Context: an optimization exercise on an open-source flow, tuned for small area. The choices shown serve that exercise and are no tape-out recipe.
Where RTL was checked, it was by simulation tests only, not by an equivalence proof against the original.
The RTL of run 2 was laid out without a check of its function.
The clock port is modelled as an ideal driver; clocking choices that lean on that would not hold on a real chip.
No activity file was given, so power comes from the tool's default toggle rates.

--- flow/config.mk ---
export PLATFORM = sky130hd
export DESIGN_NAME = cpu_core
export DESIGN_NICKNAME = cpu_core
export VERILOG_FILES = /design/flow/design.v
export SDC_FILE = /design/flow/constraint.sdc
export NUM_CORES = 4
export LEC_CHECK = 0
export CAP_MARGIN = 20
export CORE_MARGIN = 2
export CORE_UTILIZATION = 65
export PLACE_DENSITY = 0.75
export SLEW_MARGIN = 20
--- flow/constraint.sdc ---
create_clock -name core_clock -period 10.0 [get_ports {clk}]
set_input_delay 2.0000 -clock core_clock [delete_from_list [all_inputs] [get_ports {clk}]]
set_output_delay 2.0000 -clock core_clock [all_outputs]
set_load 0.01 [all_outputs]
--- flow/design.v ---
`timescale 1ns/100ps
`default_nettype none
package cpu_isa_pkg;
	localparam int xlen     = 32;
	localparam int imm_w    = 16;  
	localparam int target_w = 26;  
	typedef logic [xlen-1:0] word_t;
	typedef logic [4:0]      reg_addr_t;
	typedef logic [5:0]      opcode_t;
	typedef logic [5:0]      funct_t;
	localparam opcode_t op_special = 6'h00;
	localparam opcode_t op_j       = 6'h02;
	localparam opcode_t op_jal     = 6'h03;
	localparam opcode_t op_beq     = 6'h04;
	localparam opcode_t op_bne     = 6'h05;
	localparam opcode_t op_addiu   = 6'h09;
	localparam opcode_t op_slti    = 6'h0a;
	localparam opcode_t op_sltiu   = 6'h0b;
	localparam opcode_t op_andi    = 6'h0c;
	localparam opcode_t op_ori     = 6'h0d;
	localparam opcode_t op_xori    = 6'h0e;
	localparam opcode_t op_lui     = 6'h0f;
	localparam opcode_t op_lw      = 6'h23;
	localparam opcode_t op_sw      = 6'h2b;
	localparam funct_t fn_jr   = 6'h08;
	localparam funct_t fn_jalr = 6'h09;
	localparam funct_t fn_addu = 6'h21;
	localparam funct_t fn_subu = 6'h23;
	localparam funct_t fn_and  = 6'h24;
	localparam funct_t fn_or   = 6'h25;
	localparam funct_t fn_xor  = 6'h26;
	localparam funct_t fn_nor  = 6'h27;
	localparam funct_t fn_slt  = 6'h2a;
	localparam funct_t fn_sltu = 6'h2b;
	typedef enum logic [2:0] {
		alu_add, alu_sub, alu_and, alu_or, alu_xor, alu_nor, alu_slt, alu_sltu
	} alu_op_t;
	localparam reg_addr_t link_reg = 5'd31;  
	localparam word_t     reset_pc = 32'h0000_0000;
	localparam word_t     pc_step  = 32'd4;
endpackage
`default_nettype wire
`timescale 1ns/100ps
`default_nettype none
package cpu_bus_pkg;
	typedef enum logic [8:0] {
		st_init  = 9'b0_0000_0001,
		st_if    = 9'b0_0000_0010,
		st_iw    = 9'b0_0000_0100,
		st_id    = 9'b0_0000_1000,
		st_ex    = 9'b0_0001_0000,
		st_store = 9'b0_0010_0000,
		st_load  = 9'b0_0100_0000,
		st_rdw   = 9'b0_1000_0000,
		st_wb    = 9'b1_0000_0000
	} cpu_state_t;
	typedef struct packed {
		logic [31:0] addr;
		logic [31:0] wdata;
		logic [3:0]         wstrb;
		logic               read;
		logic               write;
	} mem_req_t;
	typedef struct packed {
		logic                   wen;
		logic [4:0] waddr;
		logic [31:0]     wdata;
		logic [31:0]     pc;
	} retire_t;
	typedef struct packed {
		logic [2:0] alu_op;
		logic use_imm;    
		logic zero_ext;   
		logic is_lui;
		logic is_load;
		logic is_store;
		logic is_branch;
		logic branch_ne;  
		logic is_jump;
		logic jump_reg;   
		logic link;
		logic writes_rd;
		logic writes_rt;
	} ctrl_t;
endpackage
`default_nettype wire
`timescale 1ns/100ps
`default_nettype none
module cpu_core (
	input  logic                  clk,
	input  logic                  rst,
	output cpu_isa_pkg::word_t    pc,
	output logic                  inst_req_valid,
	input  logic                  inst_req_ready,
	input  cpu_isa_pkg::word_t    instruction,
	input  logic                  inst_valid,
	output logic                  inst_ready,
	output cpu_bus_pkg::mem_req_t mem_req,
	input  logic                  mem_req_ready,
	input  cpu_isa_pkg::word_t    read_data,
	input  logic                  read_data_valid,
	output logic                  read_data_ready,
	output cpu_bus_pkg::retire_t  retire
);
	localparam logic [3:0] S_INIT  = 4'd0;
	localparam logic [3:0] S_F0    = 4'd1;   
	localparam logic [3:0] S_WRC   = 4'd2;   
	localparam logic [3:0] S_WRN   = 4'd3;   
	localparam logic [3:0] S_WRA   = 4'd4;   
	localparam logic [3:0] S_F1    = 4'd5;   
	localparam logic [3:0] S_CWAIT = 4'd6;   
	localparam logic [3:0] S_COPY  = 4'd7;   
	localparam logic [3:0] S_IWAIT = 4'd8;   
	localparam logic [3:0] S_EXEC  = 4'd9;
	localparam logic [3:0] S_FIXN  = 4'd10;  
	localparam logic [3:0] S_MREQ  = 4'd11;  
	localparam logic [3:0] S_NWAIT = 4'd12;  
	localparam logic [3:0] S_NPC   = 4'd13;  
	localparam logic [3:0] S_LWAIT = 4'd14;  
	localparam logic [3:0] S_PRE   = 4'd15;  
	logic [3:0]  state, state_n;
	logic [4:0]  cnt;
	logic [31:0] P, N, D;
	logic        c1, c2, ne, d1, d2, ld_pend, vld1;
	wire first = (cnt == 5'd0);
	wire last  = (cnt == 5'd31);
	wire [5:0] op  = instruction[31:26];
	wire [5:0] fn  = instruction[5:0];
	wire [4:0] rs  = instruction[25:21];
	wire [4:0] rt  = instruction[20:16];
	wire [4:0] rd  = instruction[15:11];
	wire op_sp   = (op == 6'h00);
	wire f_jr    = op_sp && (fn == 6'h08);
	wire f_jalr  = op_sp && (fn == 6'h09);
	wire f_alu   = op_sp && (fn[5:4] == 2'b10) && ((~fn[3] & (fn[2] | fn[0])) | (fn[3] & ~fn[2] & fn[1]));
	wire i_jal   = (op == 6'h03);
	wire i_beq   = (op == 6'h04);
	wire i_bne   = (op == 6'h05);
	wire i_imm   = (op[5:3] == 3'b001) & (op[2:0] != 3'b000);  
	wire i_lui   = (op == 6'h0f);
	wire i_lw    = (op == 6'h23);
	wire i_sw    = (op == 6'h2b);
	wire is_br   = i_beq | i_bne;
	wire is_jimm = (op[5:1] == 5'b00001);                      
	wire is_jreg = f_jr | f_jalr;
	wire link    = i_jal | f_jalr;
	wire writes  = f_alu | f_jalr | i_imm | i_lw | i_jal;
	wire [4:0] dest = op_sp ? rd : (i_jal ? 5'd31 : rt);
	wire       nat     = op_sp | (op[5:3] == 3'b001);
	wire [2:0] k       = op_sp ? fn[2:0] : op[2:0];
	wire       op_sub  = nat & ~k[2] & k[1];                   
	wire       op_lt   = op_sub & (~op_sp | fn[3]);            
	wire       op_ltu  = k[0];
	wire       op_log  = nat & k[2];                           
	wire       zext    = ~op_sp;                               
	wire st_init  = (state == S_INIT);
	wire st_f0    = (state == S_F0);
	wire st_wrc   = (state == S_WRC);
	wire st_wrn   = (state == S_WRN);
	wire st_wra   = (state == S_WRA);
	wire st_f1    = (state == S_F1);
	wire st_cwait = (state == S_CWAIT);
	wire st_copy  = (state == S_COPY);
	wire st_iwait = (state == S_IWAIT);
	wire st_fixn  = (state == S_FIXN);
	wire st_mreq  = (state == S_MREQ);
	wire st_nwait = (state == S_NWAIT);
	wire st_npc   = (state == S_NPC);
	wire st_lwait = (state == S_LWAIT);
	wire start    = st_iwait & first & inst_valid;
	wire needs_rt = f_alu | is_br | i_sw;
	wire pre      = (state == S_PRE) | (start & needs_rt);
	wire exec     = (state == S_EXEC) | (start & ~needs_rt);
	wire wr_pass  = st_f0 | st_wrc | st_wrn | st_wra;
	wire copy_en  = (st_f0 & inst_req_ready) | st_wrc | (st_f1 & inst_req_ready & first) | st_copy;
	wire npc_en   = (st_mreq & mem_req_ready & first) | (st_nwait & first) | st_npc;
	wire ld_pass  = (st_npc | st_lwait) & ld_pend;    
	wire ld_got   = ld_pass & last & vld1;            
	logic [31:0] heads;
	wire         wen = wr_pass & inst_valid & writes;
	assign heads[0] = 1'b0;
	genvar gi;
	generate
		for (gi = 1; gi < 32; gi++) begin : g_reg
			logic [31:0] r;
			always_ff @(posedge clk)
				r <= {(wen && (dest == gi)) ? D[0] : r[0], r[31:1]};
			assign heads[gi] = r[0];
		end
	endgenerate
	wire port = heads[pre ? rt : rs];
	wire a_rs = port;
	wire b_rt = D[0];
	wire ibit  = instruction[{cnt[4] & is_jimm, cnt[3:0]}];
	wire imm_s = cnt[4] ? (~(op_log & zext) & instruction[15]) : ibit;  
	wire lui_s = cnt[4] & ibit;                              
	wire raw   = is_jimm ? ibit : imm_s;
	wire dly   = (cnt[4:1] != 4'd0) & d2;                    
	wire lbit  = read_data[cnt];
	wire cin2 = (cnt == 5'd2) | ((cnt > 5'd2) & c2);
	wire p4   = P[0] ^ cin2;
	logic alu_a, alu_b;
	always_comb begin
		if (is_br | link)
			alu_a = p4;
		else if (i_lui)
			alu_a = 1'b0;
		else
			alu_a = a_rs;
		if (is_br)
			alu_b = dly;
		else if (link)
			alu_b = (cnt == 5'd2);
		else if (i_lui)
			alu_b = lui_s;
		else if (op_sp)
			alu_b = b_rt;
		else
			alu_b = imm_s;
	end
	wire bx   = alu_b ^ op_sub;
	wire cin1 = first ? op_sub : c1;
	wire sum  = alu_a ^ bx ^ cin1;
	wire cout = (alu_a & bx) | (alu_a & cin1) | (bx & cin1);
	wire lt   = op_ltu ? ~cout : ((alu_a ^ alu_b) ? alu_a : sum);
	logic res;
	always_comb begin
		if (op_log)
			case (k[1:0])
				2'b00:   res = alu_a & alu_b;
				2'b01:   res = alu_a | alu_b;
				2'b10:   res = alu_a ^ alu_b;
				default: res = (alu_a | alu_b) ^ op_sp;  
			endcase
		else
			res = ~op_lt & sum;
	end
	wire ne_all = (~first & ne) | (a_rs ^ b_rt);
	wire taken  = i_bne ? ne_all : ~ne_all;
	always_comb begin
		state_n = state;
		case (state)
			S_INIT:  if (last) state_n = S_F1;
			S_F0:    state_n = inst_req_ready ? S_WRC : S_WRN;
			S_WRC:   if (last) state_n = S_IWAIT;
			S_WRN:   if (inst_req_ready) state_n = last ? S_COPY : S_WRA;
			         else if (last) state_n = S_F1;
			S_WRA:   if (last) state_n = S_COPY;
			S_F1:    if (inst_req_ready) state_n = (first | last) ? S_COPY : S_CWAIT;
			S_CWAIT: if (last) state_n = S_COPY;
			S_COPY:  if (last) state_n = S_IWAIT;
			S_IWAIT: if (first & inst_valid) state_n = needs_rt ? S_PRE : S_EXEC;
			S_PRE:   if (last) state_n = S_EXEC;
			S_EXEC:  if (last) state_n = (i_lw | i_sw) ? S_MREQ : ((is_br & ~taken) ? S_FIXN : S_F0);
			S_FIXN:  if (last) state_n = S_F0;
			S_MREQ:  if (mem_req_ready) state_n = first ? S_NPC : S_NWAIT;
			S_NWAIT: if (first) state_n = S_NPC;
			S_NPC, S_LWAIT: if (last) state_n = (ld_pend & ~vld1) ? S_LWAIT : S_F0;
			default: state_n = S_INIT;
		endcase
	end
	always_ff @(posedge clk) begin
		if (rst) begin
			state   <= S_INIT;
			cnt     <= 5'd0;
			ld_pend <= 1'b0;
		end else begin
			state   <= state_n;
			cnt     <= cnt + 5'd1;
			if (st_mreq & mem_req_ready & i_lw)
				ld_pend <= 1'b1;
			else if (ld_got)
				ld_pend <= 1'b0;
		end
	end
	logic n_in, d_in;
	always_comb begin
		if (st_init)
			n_in = 1'b0;
		else if (st_fixn)
			n_in = D[0];
		else if (exec & (i_lw | i_sw | is_br))
			n_in = sum;
		else if (exec & is_jimm)
			n_in = (cnt[4:2] == 3'b111) ? p4 : dly;
		else if (exec & is_jreg)
			n_in = a_rs;
		else
			n_in = p4;
		if (pre)
			d_in = port;
		else if (~exec)
			d_in = lbit;
		else if (i_sw)
			d_in = b_rt;
		else if (is_br)
			d_in = p4;
		else
			d_in = res;
	end
	wire n_sh = st_init | exec | st_fixn | npc_en | copy_en;
	wire d_sh = ~st_mreq;  
	always_ff @(posedge clk) begin
		c1   <= cout;
		c2   <= P[0] & cin2;
		ne   <= ne_all;
		d1   <= raw;
		d2   <= d1;
		if (cnt == 5'd1)
			vld1 <= read_data_valid;
		P  <= {copy_en ? N[0] : P[0], P[31:1]};
		if (n_sh)
			N <= {n_in, N[31:1]};
		if (d_sh) begin
			D <= {d_in, D[31:1]};
			if (exec & last & op_lt)
				D[0] <= lt;
			else if (ld_pass & last)
				D[0] <= read_data[0];
		end
	end
	wire mem_write = st_mreq & i_sw;
	wire mem_read  = st_mreq & i_lw;
	assign pc              = N;
	assign inst_req_valid  = st_f0 | st_wrn | st_f1;
	assign inst_ready      = (st_wrc | st_wrn | st_wra) & last;
	assign read_data_ready = ld_got;
	assign mem_req = {{N[31:2], 2'b00}, D, mem_write ? 4'b1111 : 4'b0000, mem_read, mem_write};
	assign retire  = {st_f0 & inst_valid & writes, dest, D, P};
endmodule
`default_nettype wire
--- flow/flow/run.sh ---
#!/bin/bash
# The standard layout (standard.sh) with layout-only changes:
#  - synthesis maps logic with an area-oriented ABC script (flow/synth.tcl);
#    registers, flattening and renaming are as in synth_recipe.tcl
#  - port buffers are sky130_fd_sc_hd__buf_1
#  - CTS without dummy loads and with larger sink clusters
# The make output goes to standard_flow.log; ORFS keeps each step's log in orfs/logs.
set -euo pipefail
here=$(pwd)
export MY_ABC_SCRIPT="$here/flow/abc_area.script"
export BUFFER_PORTS_ARGS="-buffer_cell sky130_fd_sc_hd__buf_1"
export CTS_ARGS="-sink_clustering_enable -repair_clock_nets -dont_use_dummy_load -sink_clustering_size 22 -sink_clustering_max_diameter 100 -buf_list {sky130_fd_sc_hd__clkbuf_8 sky130_fd_sc_hd__clkbuf_16}"
sed "s#SYNTH_SCRIPT=[^ ]*#SYNTH_SCRIPT=$here/flow/synth.tcl #" standard.sh > own_standard.sh
grep -q "SYNTH_SCRIPT=$here/flow/synth.tcl" own_standard.sh
bash own_standard.sh > standard_flow.log 2>&1
--- flow/flow/abc_area.script ---
strash
dch
amap
strash
dch
amap
topo
--- flow/flow/synth.tcl ---
# The standard flow's synthesis script (synth_recipe.tcl) with one change: abc maps with
# flow/abc_area.script (area-oriented amap) instead of ORFS's speed script.
proc synth {args} { yosys synth -nofsm -noshare {*}$args }
proc abc {args} {
  set i [lsearch -exact $args -script]
  if {$i >= 0} { lset args [expr {$i + 1}] $::env(MY_ABC_SCRIPT) }
  yosys abc {*}$args
}
source $::env(SCRIPTS_DIR)/synth.tcl
# left out here: clear keep_hierarchy, flatten, clean up, hide names made inside functions, write 1_2_yosys.v
--- flow/standard.sh ---
#!/bin/bash
# synth_recipe.tcl (not shown) runs the flow's synth.tcl, then flattens the netlist and writes it again
# the make line also repeats each setting of config.mk as NAME=value (left out here)
make -C /OpenROAD-flow-scripts/flow DESIGN_CONFIG=/design/flow/config.mk WORK_HOME=/design/flow/orfs CLKGATE_MAP_FILE= SYNTH_SCRIPT=/design/flow/synth_recipe.tcl "${@:-finish}"
==> results by group, run 1 <==
Worst setup path
  – Max incr delay on CP: between 0.6 and 0.7 ns
  – FF-to-FF setup slack: between 3 and 4 ns
  – Arrival @ worst endpoint: roughly 8.6 ns
  – Critical setup path kind: in2reg
  – Cell with the biggest individual delay on the critical path: nor4b_1
  – Data required time of the critical path: 10.32 ns
  – Critical path endpoint category: flop
  – Kind of launch point of the worst setup path: input port
  – Critical-path maximum fanout: 17
  – Number of cell instances on the worst register-to-register path: 20
  – End of the worst register-to-register path: D[31]
  – Critical R2R Launch: cnt[4]

Power and ir drop
  – Cell leakage power: 10.8 nW
  – Power per Cell Area: approximately 280 nW/um^2
  – Highest ir drop seen on vdd: 0.000228 V

Placement
  – Input/output buffers: 242
  – Post-place setup slack: 1.37 ns
  – Instance count after placement with tap cells included: ~2,300
  – Area post-placement: 26,900 sq um
  – Detailed-placement wirelength estimate: between 30,000 and 40,000 microns
  – Final estimated routing congestion in global placement: approximately 0.9

CTS
  – Buffer depth of the longest clock path: 3
  – TritonCTS clock tree: done
  – Total number of H-tree levels: 2
  – Total clock buffers created by CTS: 56
  – Post-CTS Setup Repair Bufs: 0
  – Resized cells post-CTS: 0
  – TritonCTS sink count: 1,104
  – Clock latency on the worst-skew pair: 0.65 ns
  – Root buffer selected by CTS: clkbuf_16
  – Clock-pin slew of the registers on the worst-case setup and hold paths: 0.09 ns
  – Quantity of hold-fixing buffers added after cts: 0

Hold path
  – End point of the worst hold path: g_reg[20].r[2]
  – Worst hold path stage count: 0
  – Worst Hold Class: reg2reg
  – Startpoint of the tightest hold check path: g_reg[20].r[3]

Synthesis
  – Post-Syn Area: between 20,000 and 30,000 sq um
  – Most frequent cells after synthesis: 1,039 x dfxtp_1, 116 x nor2_1, 71 x buf_4
  – Register bit total from synthesis: 1,104
  – Most repeated cell in the gate-level netlist after synthesis: dfxtp_1
  – Sequential-to-total area share from yosys stat: about 88%
  – Number of enable flip-flop cells after synthesis: 65
  – Leading cell types by total area after synthesis: dfxtp_1 81%, edfxtp_1 7.6%, buf_4 2.1%
  – Count of distinct cell types in the synthesized netlist: 46
  – Gate count after technology mapping: 1,644
  – Yosys warning total: 1
  – Post-synth top area share: 80.6%
  – Cell type with the highest aggregate area in the netlist: dfxtp_1
  – Synthesized area per cell: 15.7 sq um
  – Leading register cell type out of synthesis: dfxtp_1
  – Share of async-settable or async-resettable flops after synthesis: 0%

Cells and area
  – Net count reported at finish: 1,961
  – Layout fillers: 2,202
  – Inserted Diodes: 0
  – Register area: 22,800 sq um
  – Fin cells: 2,399
  – Layout Cell Area excl Fill: 28,300 sq um
  – Layout cells sized above 1: 3.56%
  – Area used by multi-input combinational logic: 2300 sq um
  – Post-synthesis to final-layout area growth: 9.69%

Drt
  – Via total after detailed routing: between 10,000 and 15,000
  – Residual antenna-violating net count after detailed routing: 0
  – Number of DRC violations after detailed routing: 0
  – First-pass iteration count of the detailed router: 8
  – DRT iter0 DRCs: 1,238
  – Total wire length: around 56,000 microns
  – Routed wire length per instance: about 24 microns
  – Via density per instance: 5.36

Timing
  – Relative slew slack: 28.0%
  – Worst clock skew: slightly below 0.09 ns
  – Worst path setup slack after routing: 1.77 ns
  – Endpoints failing setup: 0
  – Final critical-path share of the clock period: 82.3%
  – Total Neg Setup Slack: 0 ns
  – Final number of hold-violating endpoints: 0
  – Setup repair after global routing missed its margin: false
  – Highest attainable clock frequency: ~0.12 GHz
  – Slew Limit Fails: 0
  – Min Clock Period, post-route: roughly 8.2 ns
  – Worst Tran Pin Value: 1.08 ns

Die
  – DIE HEIGHT: 203 microns
  – Count of boundary I/O pins: 245
  – Width of the chip: 203 microns
  – Initial core utilization: between 60% and 70%
  – Die area: 41,300 sq um
  – Core area: 38,900 sq um
  – Row count: 72

Global route
  – Pin count of the biggest net entering global routing: 36
  – Antenna violations before repair: 0
  – Total grt overflow: 0
  – Wire length of the first global-routing pass: 83,800 microns
  – Vias in the first global route: 13,300
  – Total track usage: 27.6%

Outcome
  – Result of the run: timing/DRC/antenna clean

Run
  – Max cap viols: 0
==> sequential cells by signal, indices dropped and copies added, names as in the netlist <==
signal	flops
c2	1
cnt	5
d2	1
vld1	1
N	32
state	4
P	32
g.r	992
ld_pend	1
d1	1
ne	1
D	32
c1	1
==> worst max-delay path by stage <==
stage                                from    end  slack, ns  cells past startpoint
after floorplan           instruction[30]  D[31]       1.96                     22
after global placement    instruction[30]  D[31]       1.55                     23
after detailed placement  instruction[30]  D[31]       1.37                     23
after CTS                 instruction[30]  D[31]       1.88                     23
after global routing      instruction[30]  D[31]       1.03                     24
final                     instruction[30]  D[31]       1.77                     27
==> cell usage in the layout, fill, tap and decap left out, drive strengths merged, types with 7 or more instances in the layout <==
| cell | Yosys | final |
|---|---|---|
| a21oi | 44 | 44 |
| a221oi | 9 | 9 |
| a22oi | 14 | 14 |
| a31oi | 7 | 7 |
| buf | 72 | 252 |
| clkbuf | 0 | 56 |
| clkinv | 59 | 58 |
| dfxtp | 1039 | 1039 |
| edfxtp | 65 | 65 |
| ha | 8 | 8 |
| nand2 | 37 | 37 |
| nand3 | 7 | 7 |
| nand4 | 15 | 15 |
| nor2 | 116 | 116 |
| nor3 | 19 | 19 |
| o21ai | 25 | 25 |
| o221ai | 16 | 16 |
| o22ai | 31 | 31 |
==> worst max-delay path, delay by kind of cell <==
| kind | cells | cell delay (ns) |
|---|---|---|
| AO/OA/AOI/OAI | 14 | 2.81 |
| AND/OR/NAND/NOR | 6 | 1.67 |
| buffers and inverters | 6 | 1.62 |
| adder cells (fa/ha/maj) | 1 | 0.40 |
==> layer usage <==
layer	track usage (%)	share of wire, %	vias up
li1	-	-	5825
met2	47.5	49	648
met5	0	0	-
met1	34.2	40	6220
met4	11.8	4.5	0
met3	5.11	6.0	171
==> power breakdown <==
group / switching, W / internal (W)
Combinational: 0.000528 / 0.000209
Sequential: 0.000163 / 0.00471
Clock: 0.00129 / 0.000996
Total: 0.00198 / 0.00591
==> final cells by class <==
type / count / share of cell area, %
clock buffer: 56 / 4.95
multi-input combinational: 410 / 8.13
inverter: 59 / 0.782
sequential: 1104 / 80.4
timing repair buffer: 252 / 3.47
tap: 518 / 2.29
==> logic make-up after synthesis <==
| family | count (synthesis) | share of synthesized area, % |
|---|---|---|
| other | 1 | 0.0145 |
| DFF | 1104 | 88.2 |
| adders and majority gates | 8 | 0.388 |
| AOI/OAI and AO/OA | 186 | 4.91 |
| and+or+nand+nor | 214 | 3.59 |
| buffers and inverters | 131 | 2.94 |
==> metrics by stage <==
stage                     util [%]  power, W  hold slack, ns
after detailed placement      69.1   0.00571           0.312
final                         72.7   0.00790           0.272
after global placement        69.1   0.00570           0.311
after CTS                     72.7   0.00793           0.260
after global routing          72.7   0.00815           0.254
after floorplan                  -   0.00546           0.310
==> run 2: changes to the inputs <==
--- a/flow/design.v
+++ b/flow/design.v
@@ -119,3 +119,2 @@
 	localparam logic [3:0] S_LWAIT = 4'd14;  
-	localparam logic [3:0] S_PRE   = 4'd15;  
 	logic [3:0]  state, state_n;
@@ -169,6 +168,3 @@
 	wire st_lwait = (state == S_LWAIT);
-	wire start    = st_iwait & first & inst_valid;
-	wire needs_rt = f_alu | is_br | i_sw;
-	wire pre      = (state == S_PRE) | (start & needs_rt);
-	wire exec     = (state == S_EXEC) | (start & ~needs_rt);
+	wire exec     = (state == S_EXEC) | (st_iwait & first & inst_valid);
 	wire wr_pass  = st_f0 | st_wrc | st_wrn | st_wra;
@@ -190,5 +186,4 @@
 	endgenerate
-	wire port = heads[pre ? rt : rs];
-	wire a_rs = port;
-	wire b_rt = D[0];
+	wire a_rs = heads[rs];
+	wire b_rt = heads[rt];
 	wire ibit  = instruction[{cnt[4] & is_jimm, cnt[3:0]}];
@@ -251,4 +246,3 @@
 			S_COPY:  if (last) state_n = S_IWAIT;
-			S_IWAIT: if (first & inst_valid) state_n = needs_rt ? S_PRE : S_EXEC;
-			S_PRE:   if (last) state_n = S_EXEC;
+			S_IWAIT: if (first & inst_valid) state_n = S_EXEC;
 			S_EXEC:  if (last) state_n = (i_lw | i_sw) ? S_MREQ : ((is_br & ~taken) ? S_FIXN : S_F0);
@@ -289,5 +283,3 @@
 			n_in = p4;
-		if (pre)
-			d_in = port;
-		else if (~exec)
+		if (~exec)
 			d_in = lbit;
@@ -301,3 +293,3 @@
 	wire n_sh = st_init | exec | st_fixn | npc_en | copy_en;
-	wire d_sh = ~st_mreq;  
+	wire d_sh = exec | st_fixn | wr_pass | (ld_pass & ~first);
 	always_ff @(posedge clk) begin
--- a/flow/flow/run.sh
+++ b/flow/flow/run.sh
@@ -11,3 +11,3 @@
 export BUFFER_PORTS_ARGS="-buffer_cell sky130_fd_sc_hd__buf_1"
-export CTS_ARGS="-sink_clustering_enable -repair_clock_nets -dont_use_dummy_load -sink_clustering_size 22 -sink_clustering_max_diameter 100 -buf_list {sky130_fd_sc_hd__clkbuf_8 sky130_fd_sc_hd__clkbuf_16}"
+export CTS_ARGS="-sink_clustering_enable -repair_clock_nets -dont_use_dummy_load -sink_clustering_size 30 -sink_clustering_max_diameter 100"
 sed "s#SYNTH_SCRIPT=[^ ]*#SYNTH_SCRIPT=$here/flow/synth.tcl #" standard.sh > own_standard.sh
==> run 2 against run 1 <==
  * Still clean on timing, DRC and antenna
  * Flip-flop and latch count stayed put
  * Fmax rose by 11%
  * Worst hold slack better by 0.028 ns
  * Power decreased by 17%
  * Critical endpoint is now retire[64]
  * Largest cell class unchanged
  * Largest power group unchanged
==> results by group, run 2 <==
Synthesis
  – Leading cell types by total area after synthesis: dfxtp_1 80%, edfxtp_1 7.5%, buf_4 2.0%
  – Share of async-settable or async-resettable flops after synthesis: 0%
  – Leading register cell type out of synthesis: dfxtp_1
  – Synthesized area per cell: 15.6 sq um
  – Most repeated cell in the gate-level netlist after synthesis: dfxtp_1
  – Most frequent cells after synthesis: 1,039 x dfxtp_1, 111 x nor2_1, 70 x buf_4
  – Sequential-to-total area share from yosys stat: 87.7%
  – Cell type with the highest aggregate area in the netlist: dfxtp_1
  – Register bit total from synthesis: 1,104
  – Count of distinct cell types in the synthesized netlist: 43
  – Number of enable flip-flop cells after synthesis: 65
  – Post-Syn Area: 25,900 sq um
  – Yosys warning total: 1
  – Gate count after technology mapping: 1,658
  – Post-synth top area share: between 80% and 90%

Drt
  – DRT iter0 DRCs: 1,128
  – Routed wire length per instance: 21.0 microns
  – Number of DRC violations after detailed routing: 0
  – Residual antenna-violating net count after detailed routing: 0
  – Total wire length: 50,700 microns
  – Via total after detailed routing: roughly 13,000
  – First-pass iteration count of the detailed router: 10
  – Via density per instance: 5.19

Timing
  – Final number of hold-violating endpoints: 0
  – Worst clock skew: 0.0673 ns
  – Final critical-path share of the clock period: around three quarters
  – Setup repair after global routing missed its margin: false
  – Total Neg Setup Slack: 0 ns
  – Worst Tran Pin Value: ~0.9 ns
  – Relative slew slack: 40.4%
  – Highest attainable clock frequency: 0.135 GHz
  – Endpoints failing setup: 0
  – Min Clock Period, post-route: 7.38 ns
  – Slew Limit Fails: 0

Placement
  – Final estimated routing congestion in global placement: 0.873
  – Input/output buffers: 242
  – Detailed-placement wirelength estimate: 31,700 microns
  – Instance count after placement with tap cells included: 2,363

Cells and area
  – Area used by multi-input combinational logic: 2410 sq um
  – Post-synthesis to final-layout area growth: 8.33%
  – Top reg by flops: g.r
  – Commonest non-fill, non-tap cells in the layout: 1,039 x dfxtp_1, 242 x buf_1, 111 x nor2_1, 68 x clkinv_1, 65 x edfxtp_1
  – Net count reported at finish: 1,961
  – Fin cells: between 2,000 and 2,500
  – Number of flip-flops in the largest register: 992
  – Most common cell after layout, fill and taps aside: dfxtp_1
  – Register area: around 23,000 sq um
  – Layout fillers: 2,363
  – Layout cells sized above 1: 2.66%

CTS
  – Clock-pin slew of the registers on the worst-case setup and hold paths: 0.11 ns
  – Clock latency on the worst-skew pair: about 0.60 ns
  – Post-CTS Setup Repair Bufs: 0
  – Buffer depth of the longest clock path: 3
  – TritonCTS clock tree: done
  – Quantity of hold-fixing buffers added after cts: 0
  – Total clock buffers created by CTS: 42
  – Total number of H-tree levels: 2
  – TritonCTS sink count: 1,104
  – Root buffer selected by CTS: clkbuf_16
  – Resized cells post-CTS: 0

Global route
  – Vias in the first global route: 12,500
  – Met3 layer usage reported by global route: 3.34%
  – Most used routing layer in global routing: met2
  – Pin count of the biggest net entering global routing: 39
  – Fraction of met1 tracks used by global routing: 32.9%
  – Antenna violations before repair: 6
  – Total track usage: around a quarter
  – Total grt overflow: 0
  – Wire length of the first global-routing pass: 75,900 microns
  – GRT met2 Usage: around two fifths

Die
  – DIE HEIGHT: 204 microns
  – Die area: 41,500 sq um
  – Count of boundary I/O pins: between 200 and 250
  – Width of the chip: 204 microns
  – Row count: 73
  – Initial core utilization: between 60 and 70%
  – Core area: around 40,000 sq um

Power and ir drop
  – Power per Cell Area: 233 nW/um^2
  – Cell leakage power: roughly 11 nW
  – Highest ir drop seen on vdd: 0.000208 V

Hold path
  – Worst Hold Class: reg2reg

Worst setup path
  – Data required time of the critical path: about 8 ns
  – Critical path endpoint category: primary output
  – Arrival @ worst endpoint: around 5.4 ns
  – Critical-path maximum fanout: 14
  – Top cell by count, worst path: clkinv_1
  – Critical setup path kind: in2out
  – Kind of launch point of the worst setup path: input port
  – Max incr delay on CP: approximately 0.7 ns
  – Cell with the biggest individual delay on the critical path: o22ai_1
  – Worst-path cell chain: buf_1, clkinv_1, nand2_1, or3_1, nor3_1, clkinv_1, o22ai_1, clkinv_1, buf_1

Outcome
  – Result of the run: timing/DRC/antenna clean

Run
  – Max cap viols: 0
[run 2: cell count changes after synthesis, sizes merged, moves of 6 or more]
cell / change
a221oi: +10
o22ai: +8
o22a: +6
nor3: -7
a31oi: +8
nand2: -7
clkinv: +9
[run 2: worst max-delay path, delay by kind of cell]
family                 cells  cell delay [ns]
buffers and inverters      5             1.58
AO/OA/AOI/OAI              1             0.71
AND/OR/NAND/NOR            3             1.07
[run 2: cell families after synthesis]
family / Yosys count / synth area share, %
fa+ha+maj: 9 / 0.463
buf+inv: 138 / 3.01
simple gates: 190 / 3.15
other cells: 1 / 0.0145
compound gates: 216 / 5.64
flops: 1104 / 87.7
[run 2: layout make-up]
class	instances	share of cell area, %
diodes	3	0.0267
clock buffers	42	3.74
flip-flops and latches	1104	81.0
multi-input cells	417	8.59
repair buffers	249	3.42
well taps	525	2.34
inverters	68	0.908
[run 2: metrics by stage]
| stage | hold WS, ns | setup slack [ns] | power [W] | cell area [sq um] | util (%) |
|---|---|---|---|---|---|
| after floorplan | 0.310 | 3.94 | 0.00462 | 25900 | - |
| after CTS | 0.289 | 2.79 | 0.00657 | 28100 | 71.0 |
| after global placement | 0.310 | 2.97 | 0.00467 | 27000 | 68.4 |
| after global routing | 0.300 | 2.46 | 0.00673 | 28100 | 71.0 |
| final | 0.300 | 2.62 | 0.00654 | 28100 | 71.0 |
| after detailed placement | 0.312 | 2.86 | 0.00467 | 27000 | 68.4 |
[run 2: final timing paths]
kind / cells past startpoint / end / from / slack [ns]
setup / recovery: 9 / retire[64] / instruction[31] / 2.62
hold / removal: 0 / g_reg[2].r[18] / g_reg[2].r[19] / 0.30
setup reg to reg: 21 / D[31] / cnt[0] / 4.55
hold reg to reg: 0 / g_reg[2].r[18] / g_reg[2].r[19] / 0.30
[run 2: metal layers]
layer | share of wire, % | wire, microns
met4 | 3.5 | 1780
met2 | 49 | 24900
met5 | 0.026 | 13
met3 | 4.9 | 2480
met1 | 42 | 21500
[run 2: where the power goes]
part	switching, W	total (W)	internal [W]
Combinational	0.0000899	0.000135	0.0000453
Clock	0.00120	0.00196	0.000761
Sequential	0.00000214	0.00444	0.00444
Total	0.00129	0.00654	0.00524
==> run 3: changes to the inputs <==
--- a/flow/design.v
+++ b/flow/design.v
@@ -194,3 +194,3 @@
 	wire lbit  = read_data[cnt];
-	wire cin2 = (cnt == 5'd2) | ((cnt > 5'd2) & c2);
+	wire cin2 = ~first & c2;  
 	wire p4   = P[0] ^ cin2;
@@ -293,6 +293,6 @@
 	wire n_sh = st_init | exec | st_fixn | npc_en | copy_en;
-	wire d_sh = exec | st_fixn | wr_pass | (ld_pass & ~first);
+	wire d_sh = ~st_mreq;  
 	always_ff @(posedge clk) begin
 		c1   <= cout;
-		c2   <= P[0] & cin2;
+		c2   <= (cnt == 5'd1) | (P[0] & cin2);
 		ne   <= ne_all;
==> run 3 against run 2 <==
  * Still clean
  * Cell area is 0.13% higher
  * Sequential power rose by 9.7%
  * Via count up 2.1%
  * Combinational power grew to 5.3 times the previous value
==> results by group, run 3 <==
Cells and area
  – Most common cell after layout, fill and taps aside: dfxtp_1
  – Commonest non-fill, non-tap cells in the layout: 1,039 x dfxtp_1, 242 x buf_1, 107 x nor2_1, 72 x clkinv_1, 65 x edfxtp_1
  – Top reg by flops: g.r
  – Number of flip-flops in the largest register: 992
  – Post-synthesis to final-layout area growth: 8.36%
  – Layout fillers: 2,287
  – Fin cells: 2,411
  – Layout cells sized above 1: 2.66%
  – Net count reported at finish: 1,961
  – Layout Cell Area excl Fill: 28,100 sq um

Worst setup path
  – Critical setup path kind: in2out
  – Critical path endpoint category: primary output
  – Cell with the biggest individual delay on the critical path: o22ai_1
  – Critical-path maximum fanout: 13
  – Arrival @ worst endpoint: around 5.3 ns
  – Max incr delay on CP: 0.68 ns
  – Kind of launch point of the worst setup path: input port
  – Worst-path cell chain: buf_1, or4_1, nor3_1, clkinv_1, o22ai_1, clkinv_1, buf_1
  – Data required time of the critical path: around 8.0 ns

Drt
  – DRT iter0 DRCs: 1,236
  – Number of DRC violations after detailed routing: 0
  – Total wire length: 54,800 microns
  – Routed wire length per instance: 22.7 microns
  – First-pass iteration count of the detailed router: 7
  – Residual antenna-violating net count after detailed routing: 0
  – Via density per instance: 5.30
  – Via total after detailed routing: about 13,000

Synthesis
  – Post-Syn Area: 26,000 sq um
  – Gate count after technology mapping: 1,657
  – Sequential-to-total area share from yosys stat: 87.6%
  – Count of distinct cell types in the synthesized netlist: 45
  – Yosys warning total: 1
  – Synthesized area per cell: between 15 and 20 sq um
  – Cell type with the highest aggregate area in the netlist: dfxtp_1
  – Register bit total from synthesis: 1,104
  – Leading cell types by total area after synthesis: dfxtp_1 80%, edfxtp_1 7.5%, buf_4 2.0%
  – Post-synth top area share: around 80%
  – Most repeated cell in the gate-level netlist after synthesis: dfxtp_1
  – Leading register cell type out of synthesis: dfxtp_1
  – Share of async-settable or async-resettable flops after synthesis: 0%
  – Most frequent cells after synthesis: 1,039 x dfxtp_1, 107 x nor2_1, 72 x clkinv_1
  – Number of enable flip-flop cells after synthesis: 65

Timing
  – Final number of hold-violating endpoints: 0
  – Total Neg Setup Slack: 0 ns
  – Worst clock skew: 0.0714 ns
  – Min Clock Period, post-route: between 7 and 8 ns
  – Slew Limit Fails: 0
  – Worst Tran Pin Value: 1.09 ns
  – Highest attainable clock frequency: 0.137 GHz
  – Final critical-path share of the clock period: 72.8%
  – Endpoints failing setup: 0
  – Relative slew slack: 27.0%
  – Setup repair after global routing missed its margin: false

Power and ir drop
  – Power per Cell Area: 268 nW/um^2
  – Power after layout: 0.00755 W
  – Highest ir drop seen on vdd: 0.000202 V
  – Cell leakage power: about 11 nW

Global route
  – Wire length of the first global-routing pass: 81,400 microns
  – Antenna violations before repair: 5
  – Pin count of the biggest net entering global routing: 38
  – Total track usage: 26.7%
  – Vias in the first global route: 12,800
  – Total grt overflow: 0

CTS
  – Resized cells post-CTS: 0
  – Quantity of hold-fixing buffers added after cts: 0
  – Clock latency on the worst-skew pair: 0.62 ns
  – Total number of H-tree levels: 2
  – Clock-pin slew of the registers on the worst-case setup and hold paths: 0.11 ns
  – TritonCTS sink count: ~1,100
  – TritonCTS clock tree: done
  – Total clock buffers created by CTS: 42
  – Post-CTS Setup Repair Bufs: 0
  – Root buffer selected by CTS: clkbuf_16
  – Buffer depth of the longest clock path: 3

Placement
  – Final estimated routing congestion in global placement: 0.908
  – Input/output buffers: 242
  – Instance count after placement with tap cells included: 2,363
  – Detailed-placement wirelength estimate: 34,600 microns
  – Area post-placement: 27,100 sq um

Die
  – Row count: 73
  – Width of the chip: approximately 200 microns
  – Core area: 39,500 sq um
  – Initial core utilization: 65.6%
  – DIE HEIGHT: just over 200 microns
  – Count of boundary I/O pins: 245
  – Die area: 41,600 sq um

Outcome
  – Result of the run: timing/DRC/antenna clean

Run
  – Max cap viols: 0

Hold path
  – Worst Hold Class: reg2reg
## run 3: path summary, 6_finish.rpt
check | start | endpoint | slack [ns] | depth (start not counted)
min | g_reg[20].r[2] | g_reg[20].r[1] | 0.28 | 0
max | instruction[31] | retire[65] | 2.72 | 7
max reg2reg | cnt[0] | D[31] | 5.17 | 22
min reg2reg | g_reg[20].r[2] | g_reg[20].r[1] | 0.28 | 0
## run 3: critical path: cells and delay by family
kind	cells	cell delay, ns
buffers and inverters	4	1.43
and+or+nand+nor	2	1.16
AOI/OAI and AO/OA	1	0.68
## run 3: cell families (layout without fill, tap and decap cells)
family	count (synthesis)	after routing	synth area share, %
AND/OR/NAND/NOR	196	196	3.31
adder cells (fa/ha/maj)	9	9	0.463
AO/OA/AOI/OAI	204	204	5.49
buffers and inverters	142	364	3.06
XOR/XNOR	1	1	0.0337
flip-flops	1104	1104	87.6
other	1	8	0.0144
## run 3: cell type report
class | instances | area (sq um) | area share, %
diodes | 6 | 15.0 | 0.0534
clock buffers | 42 | 1050 | 3.74
inverters | 72 | 270 | 0.961
multi-input cells | 412 | 2420 | 8.60
flip-flops and latches | 1104 | 22800 | 80.9
well taps | 525 | 657 | 2.33
repair buffers | 250 | 968 | 3.44
## run 3: metrics by stage
stage,worst slack (ns),hold slack [ns],utilization [%]
global route,2.60,0.288,71.1
CTS,2.92,0.278,71.1
floorplan,3.95,0.310,-
detailed placement,2.88,0.312,68.4
global placement,2.92,0.310,68.4
finish,2.72,0.282,71.1
## run 3: per-layer routing
layer	global-route usage, %	up-vias	share of wire [%]
met5	0	-	0
met4	12.5	0	5.0
met3	4.46	159	6.1
met2	46.0	591	49
met1	33.0	6151	39
li1	-	5868	-
## run 3: power by group
| part | total, W | switching [W] | leakage [nW] | internal, W |
|---|---|---|---|---|
| clock | 0.00197 | 0.00121 | 0.518 | 0.000761 |
| sequential | 0.00487 | 0.000165 | 9.05 | 0.00470 |
| combinational | 0.000709 | 0.000511 | 1.07 | 0.000198 |
==> run 4: changes to the inputs <==
==> flow/flow/abc_area.script (replaced) <==
strash
dc2
dch -f
amap
strash
dc2
dch -f
amap
topo
==> run 4 against run 3 <==
  * Non-clock buffer count is 1 lower
  * Via count is 0.42% lower
  * Count of clock-buffer cells in the layout stayed put
  * Cell area is 0.20% lower
  * Synthesized area is 0.27% lower
  * First-iteration DRC count is 22% lower
  * Worst hold slack better by 0.032 ns
  * Global-route usage is 0.68 points higher
  * Largest cell class unchanged
==> results by group, run 4 <==
Outcome
  – Result of the run: timing/DRC/antenna clean

Timing
  – Final critical-path share of the clock period: 70.1%
  – Relative slew slack: 29.0%
  – Highest attainable clock frequency: ~0.14 GHz
  – Setup repair after global routing missed its margin: false
  – Final hold slack: 0.314 ns
  – Endpoints failing setup: 0
  – Worst clock skew: 0.0332 ns
  – Worst Tran Pin Value: 1.06 ns
  – Worst path setup slack after routing: 2.99 ns
  – Total Neg Setup Slack: 0 ns
  – Final number of hold-violating endpoints: 0
  – Min Clock Period, post-route: 7.01 ns
  – Slew Limit Fails: 0

Cells and area
  – Net count reported at finish: 1,951
  – Number of flip-flops in the largest register: between 900 and 1,000
  – Layout cells sized above 1: under 10%
  – Utilization after layout: 71.0%
  – Commonest non-fill, non-tap cells in the layout: 1,039 x dfxtp_1, 242 x buf_1, 114 x nor2_1, 65 x edfxtp_1, 60 x clkinv_1
  – Post-synthesis to final-layout area growth: 8.43%
  – Area used by multi-input combinational logic: 2410 sq um
  – Top reg by flops: g.r
  – Most common cell after layout, fill and taps aside: dfxtp_1
  – Inserted Diodes: 0
  – Register area: 22,800 sq um
  – Layout fillers: 2,330

Die
  – Row count: 73
  – Initial core utilization: between 60% and 70%
  – Count of boundary I/O pins: ~250
  – Die area: about 41,000 sq um
  – DIE HEIGHT: 204 microns
  – Width of the chip: 204 microns
  – Core area: 39,500 sq um

CTS
  – Buffer depth of the longest clock path: 3
  – TritonCTS clock tree: done
  – Clock latency on the worst-skew pair: 0.60 ns
  – Total clock buffers created by CTS: 42
  – Post-CTS Setup Repair Bufs: 0
  – Resized cells post-CTS: 0
  – Total number of H-tree levels: 2
  – TritonCTS sink count: 1,104
  – Clock-pin slew of the registers on the worst-case setup and hold paths: 0.11 ns
  – Quantity of hold-fixing buffers added after cts: 0
  – Root buffer selected by CTS: clkbuf_16

Synthesis
  – Most repeated cell in the gate-level netlist after synthesis: dfxtp_1
  – Register bit total from synthesis: 1,104
  – Leading cell types by total area after synthesis: dfxtp_1 80%, edfxtp_1 7.5%, buf_4 2.0%
  – Post-Syn Area: 25,900 sq um
  – Leading register cell type out of synthesis: dfxtp_1
  – Sequential-to-total area share from yosys stat: slightly below 90%
  – Gate count after technology mapping: roughly 1,600
  – Cell type with the highest aggregate area in the netlist: dfxtp_1
  – Count of distinct cell types in the synthesized netlist: 42
  – Most frequent cells after synthesis: 1,039 x dfxtp_1, 114 x nor2_1, 70 x buf_4
  – Yosys warning total: 1
  – Post-synth top area share: roughly four fifths
  – Synthesized area per cell: 15.7 sq um
  – Number of enable flip-flop cells after synthesis: 65
  – Share of async-settable or async-resettable flops after synthesis: 0%

Power and ir drop
  – Cell leakage power: approximately 11 nW
  – Power after layout: slightly above 0.007 W
  – Highest ir drop seen on vdd: 0.000250 V
  – Power per Cell Area: 256 nW/um^2

Worst setup path
  – Arrival @ worst endpoint: 5.01 ns
  – Critical R2R Launch: cnt[1]
  – Number of cells on the critical path: 7
  – Max incr delay on CP: 0.71 ns
  – Worst path buffer plus inverter count: 4
  – Worst-path cell chain: buf_1, or3_1, nor4_1, clkinv_1, o22ai_1, clkinv_1, buf_1
  – Kind of launch point of the worst setup path: input port
  – Cell with the biggest individual delay on the critical path: o22ai_1
  – Data required time of the critical path: roughly 8.0 ns
  – Number of cell instances on the worst register-to-register path: 14
  – Critical-path maximum fanout: 15
  – Critical setup path kind: in2out
  – Category of cells accounting for the largest share of critical-path delay: buffers and inverters
  – Critical path endpoint category: primary output
  – Worst Setup SP: instruction[31]

Drt
  – Residual antenna-violating net count after detailed routing: 0
  – Via total after detailed routing: 12,700
  – Via density per instance: between 5 and 6
  – First-pass iteration count of the detailed router: 5
  – Total wire length: 56,500 microns
  – Number of DRC violations after detailed routing: 0
  – DRT iter0 DRCs: between 900 and 1,000
  – Routed wire length per instance: 23.6 microns

Global route
  – Antenna violations before repair: 4
  – Total track usage: a little over a quarter
  – Wire length of the first global-routing pass: just over 80,000 microns
  – Total grt overflow: 0
  – Pin count of the biggest net entering global routing: 34
  – Vias in the first global route: 12,800

Placement
  – Post-place setup slack: a little over 3 ns
  – Final estimated routing congestion in global placement: 0.903
  – Detailed-placement wirelength estimate: 34,800 microns
  – Input/output buffers: 242

Hold path
  – Worst Hold Class: reg2reg
  – Startpoint of the tightest hold check path: g_reg[3].r[5]
  – Worst hold path stage count: 0

Run
  – Max cap viols: 0
run 4: final cells by class:
type | count | area share, %
tap | 525 | 2.34
inverter | 60 | 0.802
sequential | 1104 | 81.0
timing repair buffer | 249 | 3.48
multi-input combinational | 415 | 8.59
clock buffer | 42 | 3.74
run 4: cell families (layout without fill, tap and decap cells):
group,after synthesis,count (layout),synth area share [%]
flip-flops,1104,1104,87.9
AO/OA/AOI/OAI,208,208,5.48
AND/OR/NAND/NOR,196,196,3.27
buffers and inverters,130,351,2.90
adder cells (fa/ha/maj),9,9,0.464
other,1,2,0.0145
run 4: per-stage QoR:
| step | cells | instance area, sq um |
|---|---|---|
| floorplan | 1649 | 25900 |
| finish | 2395 | 28100 |
| CTS | 2394 | 28100 |
| detailed placement | 2352 | 27000 |
| global route | 2395 | 28100 |
| global placement | 2352 | 27000 |
run 4: where the power goes:
part	switching, W	leakage (nW)	internal [W]
registers	0.0000998	9.09	0.00460
clock network	0.00122	0.518	0.000763
logic	0.000363	1.10	0.000145
total	0.00168	10.7	0.00551
run 4: metal layers:
layer  wire (microns)  vias to the layer above  track usage (%)
met5               34                        -                0
met4             2580                        6             10.7
met3             3310                      175             5.24
met2            28200                      546             48.4
met1            22400                     6155             33.3
li1                 -                     5833                -
run 4: path summary, 6_finish.rpt:
| check | slack [ns] | to |
|---|---|---|
| worst max register to register | 5.10 | D[31] |
| worst min register to register | 0.31 | g_reg[3].r[4] |
| worst max-delay path | 2.99 | retire[65] |
| worst min-delay path | 0.31 | g_reg[3].r[4] |
==> run 5: changes to the inputs <==
--- a/flow/design.v
+++ b/flow/design.v
@@ -119,2 +119,3 @@
 	localparam logic [3:0] S_LWAIT = 4'd14;  
+	localparam logic [3:0] S_PRE   = 4'd15;  
 	logic [3:0]  state, state_n;
@@ -168,3 +169,6 @@
 	wire st_lwait = (state == S_LWAIT);
-	wire exec     = (state == S_EXEC) | (st_iwait & first & inst_valid);
+	wire start    = st_iwait & first & inst_valid;
+	wire needs_rt = f_alu | is_br | i_sw;
+	wire pre      = (state == S_PRE) | (start & needs_rt);
+	wire exec     = (state == S_EXEC) | (start & ~needs_rt);
 	wire wr_pass  = st_f0 | st_wrc | st_wrn | st_wra;
@@ -186,4 +190,5 @@
 	endgenerate
-	wire a_rs = heads[rs];
-	wire b_rt = heads[rt];
+	wire port = heads[pre ? rt : rs];
+	wire a_rs = port;
+	wire b_rt = D[0];
 	wire ibit  = instruction[{cnt[4] & is_jimm, cnt[3:0]}];
@@ -194,3 +199,3 @@
 	wire lbit  = read_data[cnt];
-	wire cin2 = ~first & c2;  
+	wire cin2 = (cnt == 5'd2) | ((cnt > 5'd2) & c2);
 	wire p4   = P[0] ^ cin2;
@@ -246,3 +251,4 @@
 			S_COPY:  if (last) state_n = S_IWAIT;
-			S_IWAIT: if (first & inst_valid) state_n = S_EXEC;
+			S_IWAIT: if (first & inst_valid) state_n = needs_rt ? S_PRE : S_EXEC;
+			S_PRE:   if (last) state_n = S_EXEC;
 			S_EXEC:  if (last) state_n = (i_lw | i_sw) ? S_MREQ : ((is_br & ~taken) ? S_FIXN : S_F0);
@@ -283,3 +289,5 @@
 			n_in = p4;
-		if (~exec)
+		if (pre)
+			d_in = port;
+		else if (~exec)
 			d_in = lbit;
@@ -296,3 +304,3 @@
 		c1   <= cout;
-		c2   <= (cnt == 5'd1) | (P[0] & cin2);
+		c2   <= P[0] & cin2;
 		ne   <= ne_all;
--- a/flow/flow/run.sh
+++ b/flow/flow/run.sh
@@ -5,3 +5,4 @@
 #  - port buffers are sky130_fd_sc_hd__buf_1
-#  - CTS without dummy loads and with larger sink clusters
+#  - CTS without dummy loads, clkbuf_8 leaf buffers in larger sink clusters;
+#    flow/post_cts.tcl then makes the buffers above the leaves clkbuf_16
 # The make output goes to standard_flow.log; ORFS keeps each step's log in orfs/logs.
@@ -11,3 +12,4 @@
 export BUFFER_PORTS_ARGS="-buffer_cell sky130_fd_sc_hd__buf_1"
-export CTS_ARGS="-sink_clustering_enable -repair_clock_nets -dont_use_dummy_load -sink_clustering_size 30 -sink_clustering_max_diameter 100"
+export POST_CTS_TCL="$here/flow/post_cts.tcl"
+export CTS_ARGS="-sink_clustering_enable -repair_clock_nets -dont_use_dummy_load -sink_clustering_size 22 -sink_clustering_max_diameter 100 -buf_list sky130_fd_sc_hd__clkbuf_8"
 sed "s#SYNTH_SCRIPT=[^ ]*#SYNTH_SCRIPT=$here/flow/synth.tcl #" standard.sh > own_standard.sh
==> flow/flow/abc_area.script (replaced) <==
strash
dch
amap
strash
dch
amap
topo
==> flow/flow/post_cts.tcl (new file) <==
# After CTS: clock buffers that drive other clock buffers (the tree above the
# leaf buffers) become sky130_fd_sc_hd__clkbuf_16, so that the leaf buffers
# see sharp input edges; then the placement is legalized again.
set upsized 0
foreach inst [get_cells -filter "ref_name == sky130_fd_sc_hd__clkbuf_8"] {
  set name [get_full_name $inst]
  set net [get_nets -of_objects [get_pins $name/X]]
  set drives_buffer 0
  foreach pin [get_pins -of_objects $net -filter "direction == input"] {
    set cell [get_cells -of_objects $pin]
    if {[string match "sky130_fd_sc_hd__clkbuf_*" [get_property $cell ref_name]]} {
      set drives_buffer 1
    }
  }
  if {$drives_buffer} {
    replace_cell $name sky130_fd_sc_hd__clkbuf_16
    incr upsized
  }
}
puts "post_cts: upsized $upsized clock tree buffers to clkbuf_16"
detailed_placement
check_placement -verbose
==> run 5 against run 4 <==
  * Still clean
  * Fmax decreased by 14%
  * Synthesized cell count down 0.24%
  * Sequential share of layout area grew 0.99 points
  * Clock skew is 0.012 ns higher
  * Register-to-register slack got worse by 1.1 ns
  * Flip-flop and latch count stayed put
  * Synthesized area down 0.33%
  * Critical path depth up 16
  * Cell area fell by 1.2%
  * Critical endpoint is now D[31]
==> results by group, run 5 <==
Outcome
  – Result of the run: timing/DRC/antenna clean

Timing
  – Final critical-path share of the clock period: between 80% and 90%
  – Total Neg Setup Slack: 0 ns
  – Final number of hold-violating endpoints: 0
  – Worst clock skew: 0.0448 ns
  – Worst Tran Pin Value: just over 1 ns
  – Highest attainable clock frequency: 0.123 GHz
  – Endpoints failing setup: 0
  – Relative slew slack: 30.5%
  – Min Clock Period, post-route: 8.12 ns
  – Slew Limit Fails: 0
  – Setup repair after global routing missed its margin: false

CTS
  – Clock-pin slew of the registers on the worst-case setup and hold paths: roughly 0.12 ns
  – TritonCTS sink count: 1,104
  – TritonCTS clock tree: done
  – Clock latency on the worst-skew pair: 0.59 ns

Synthesis
  – Gate count after technology mapping: 1,644
  – Cell type with the highest aggregate area in the netlist: dfxtp_1
  – Register bit total from synthesis: roughly 1,100
  – Leading cell types by total area after synthesis: dfxtp_1 81%, edfxtp_1 7.6%, buf_4 2.1%
  – Post-synth top area share: between 80% and 90%
  – Leading register cell type out of synthesis: dfxtp_1
  – Sequential-to-total area share from yosys stat: a little under 90%
  – Yosys warning total: 1
  – Synthesized area per cell: 15.7 sq um
  – Most repeated cell in the gate-level netlist after synthesis: dfxtp_1
  – Count of distinct cell types in the synthesized netlist: 46
  – Most frequent cells after synthesis: 1,039 x dfxtp_1, 116 x nor2_1, 71 x buf_4
  – Post-Syn Area: 25,800 sq um
  – Number of enable flip-flop cells after synthesis: 65
  – Share of async-settable or async-resettable flops after synthesis: 0%

Die
  – Row count: 72
  – Initial core utilization: around two thirds
  – Count of boundary I/O pins: 245
  – DIE HEIGHT: just over 200 microns
  – Width of the chip: approximately 200 microns
  – Core area: 38,900 sq um
  – Die area: approximately 41,000 sq um

Global route
  – Met3 layer usage reported by global route: 3.98%
  – Antenna violations before repair: 1
  – Wire length of the first global-routing pass: 70,600 microns
  – Total track usage: 22.9%
  – Fraction of met1 tracks used by global routing: 29.4%
  – Most used routing layer in global routing: met2
  – Pin count of the biggest net entering global routing: 36
  – Vias in the first global route: 12,000
  – Total grt overflow: 0
  – GRT met2 Usage: 39.0%

Drt
  – First-pass iteration count of the detailed router: 7
  – DRT iter0 DRCs: between 800 and 900
  – Via total after detailed routing: 12,000
  – Number of DRC violations after detailed routing: 0
  – Routed wire length per instance: just under 20 microns
  – Via density per instance: 5.01
  – Residual antenna-violating net count after detailed routing: 0
  – Total wire length: between 40,000 and 50,000 microns

Cells and area
  – Top reg by flops: g.r
  – Layout cells sized above 1: 3.51%
  – Fin cells: 2,401
  – Number of flip-flops in the largest register: slightly below 1,000
  – Commonest non-fill, non-tap cells in the layout: 1,039 x dfxtp_1, 242 x buf_1, 116 x nor2_1, 65 x edfxtp_1, 59 x clkinv_1
  – Post-synthesis to final-layout area growth: 7.48%
  – Most common cell after layout, fill and taps aside: dfxtp_1
  – Layout fillers: roughly 2,300
  – Utilization after layout: between 70% and 80%
  – Net count reported at finish: 1,961

Placement
  – Instance count after placement with tap cells included: around 2,300
  – Detailed-placement wirelength estimate: around 33,000 microns
  – Input/output buffers: 242
  – Final estimated routing congestion in global placement: 0.907

Worst setup path
  – Kind of launch point of the worst setup path: input port
  – Arrival @ worst endpoint: 8.43 ns
  – Critical setup path kind: in2reg
  – Data required time of the critical path: 10.32 ns
  – Critical path endpoint category: flop
  – Critical-path maximum fanout: 15

Power and ir drop
  – Cell leakage power: 10.6 nW
  – Highest ir drop seen on vdd: 0.000177 V
  – Power per Cell Area: between 200 and 300 nW/um^2
  – Power after layout: between 0.007 and 0.008 W

Hold path
  – Worst Hold Class: reg2reg

Run
  – Max cap viols: 0
==> run 5: layer usage <==
layer	wire (microns)	up-vias
li1	-	5816
met1	20100	5696
met2	22800	421
met3	2660	98
met4	1660	2
met5	13	-
==> run 5: through the flow <==
step                worst slack, ns  hold WS (ns)  area [sq um]
floorplan                      1.96         0.310         25800
global placement               1.55         0.311         26900
detailed placement             1.37         0.312         26900
global route                   1.20         0.317         27700
finish                         1.88         0.307         27700
==> run 5: final timing paths <==
kind	start	end	slack, ns	cells past startpoint
min reg2reg	g_reg[20].r[3]	g_reg[20].r[2]	0.31	0
max reg2reg	cnt[0]	D[31]	3.98	22
min	g_reg[20].r[3]	g_reg[20].r[2]	0.31	0
max	instruction[30]	D[31]	1.88	23
==> run 5: power by group <==
part,total (W),switching (W),internal [W]
sequential,0.00487,0.000159,0.00471
combinational,0.000726,0.000517,0.000208
clock,0.00171,0.00115,0.000558
==> run 5: final cells by class <==
| type | instances | area (sq um) | area share (%) |
|---|---|---|---|
| repair buffers | 252 | 983 | 3.55 |
| multi-input cells | 410 | 2300 | 8.30 |
| inverters | 59 | 221 | 0.798 |
| flip-flops and latches | 1104 | 22800 | 82.0 |
| clock buffers | 56 | 827 | 2.98 |
| well taps | 518 | 648 | 2.34 |
| diodes | 2 | 5.00 | 0.0180 |
==> run 5: worst max-delay path, cell delays in order <==
cell and delay (ns):
buf_1 0.11, nor2_1 0.30, nand3_1 0.14, nor3_1 0.42, clkinv_1 0.53, nor4b_1 0.62, nor2_1 0.14, o22ai_1 0.16
buf_4 0.19, clkinv_1 0.13, o22ai_1 0.55, clkinv_1 0.44, o22a_1 0.31, a221o_1 0.34, a31oi_1 0.35, nand3_1 0.11
o21ai_0 0.24, ha_1 0.37, o221a_1 0.24, o41ai_1 0.34, a31oi_1 0.13, a311oi_1 0.22, a21oi_1 0.06
==> run 5: kinds of logic after synthesis <==
kind of cell / after synthesis / synth area share, %
other: 1 / 0.0145
AO/OA/AOI/OAI: 186 / 4.91
flip-flops: 1104 / 88.2
adder cells (fa/ha/maj): 8 / 0.388
AND/OR/NAND/NOR: 214 / 3.59
buffers and inverters: 131 / 2.94

re-timing with driven ports:
In the flow no input, the clock included, has a driving cell. The finished layouts below were timed again as built, in two steps. Step 1 (the two cells are an assumption about what drives the block):
set clk [get_ports {clk}]
set_driving_cell -lib_cell sky130_fd_sc_hd__clkbuf_16 $clk
set_driving_cell -lib_cell sky130_fd_sc_hd__buf_2 [delete_from_list [all_inputs] $clk]
Step 2 moves the port delays by t, midway between the first and last clock arrival at a register: inputs arrive t later, outputs are due t later. That takes back most of the time a late clock gives input paths. Slacks: ideal ports / drivers / drivers and shift; pairs: ideal ports / drivers.
run | shift t [ns] | slack for setup (ns) | worst setup path at the end | cell pins on the clock port's net
run 1 | 0.657 | 1.774 / 1.795 / 1.138 | input to register | 1
run 2 | 0.629 | 2.619 / 2.593 / 2.593 | input to output | 1
run 3 | 0.643 | 2.722 / 2.693 / 2.683 | input to register | 1
run 4 | 0.643 | 2.987 / 2.960 / 2.960 | input to output | 1
run 5 | 0.623 | 1.885 / 1.909 / 1.286 | input to register | 1
After both steps setup and hold are still met in every run listed. For run 1, which loses most, drivers alone change the setup slack by +0.021 ns; drivers and shift together by -0.636 ns.
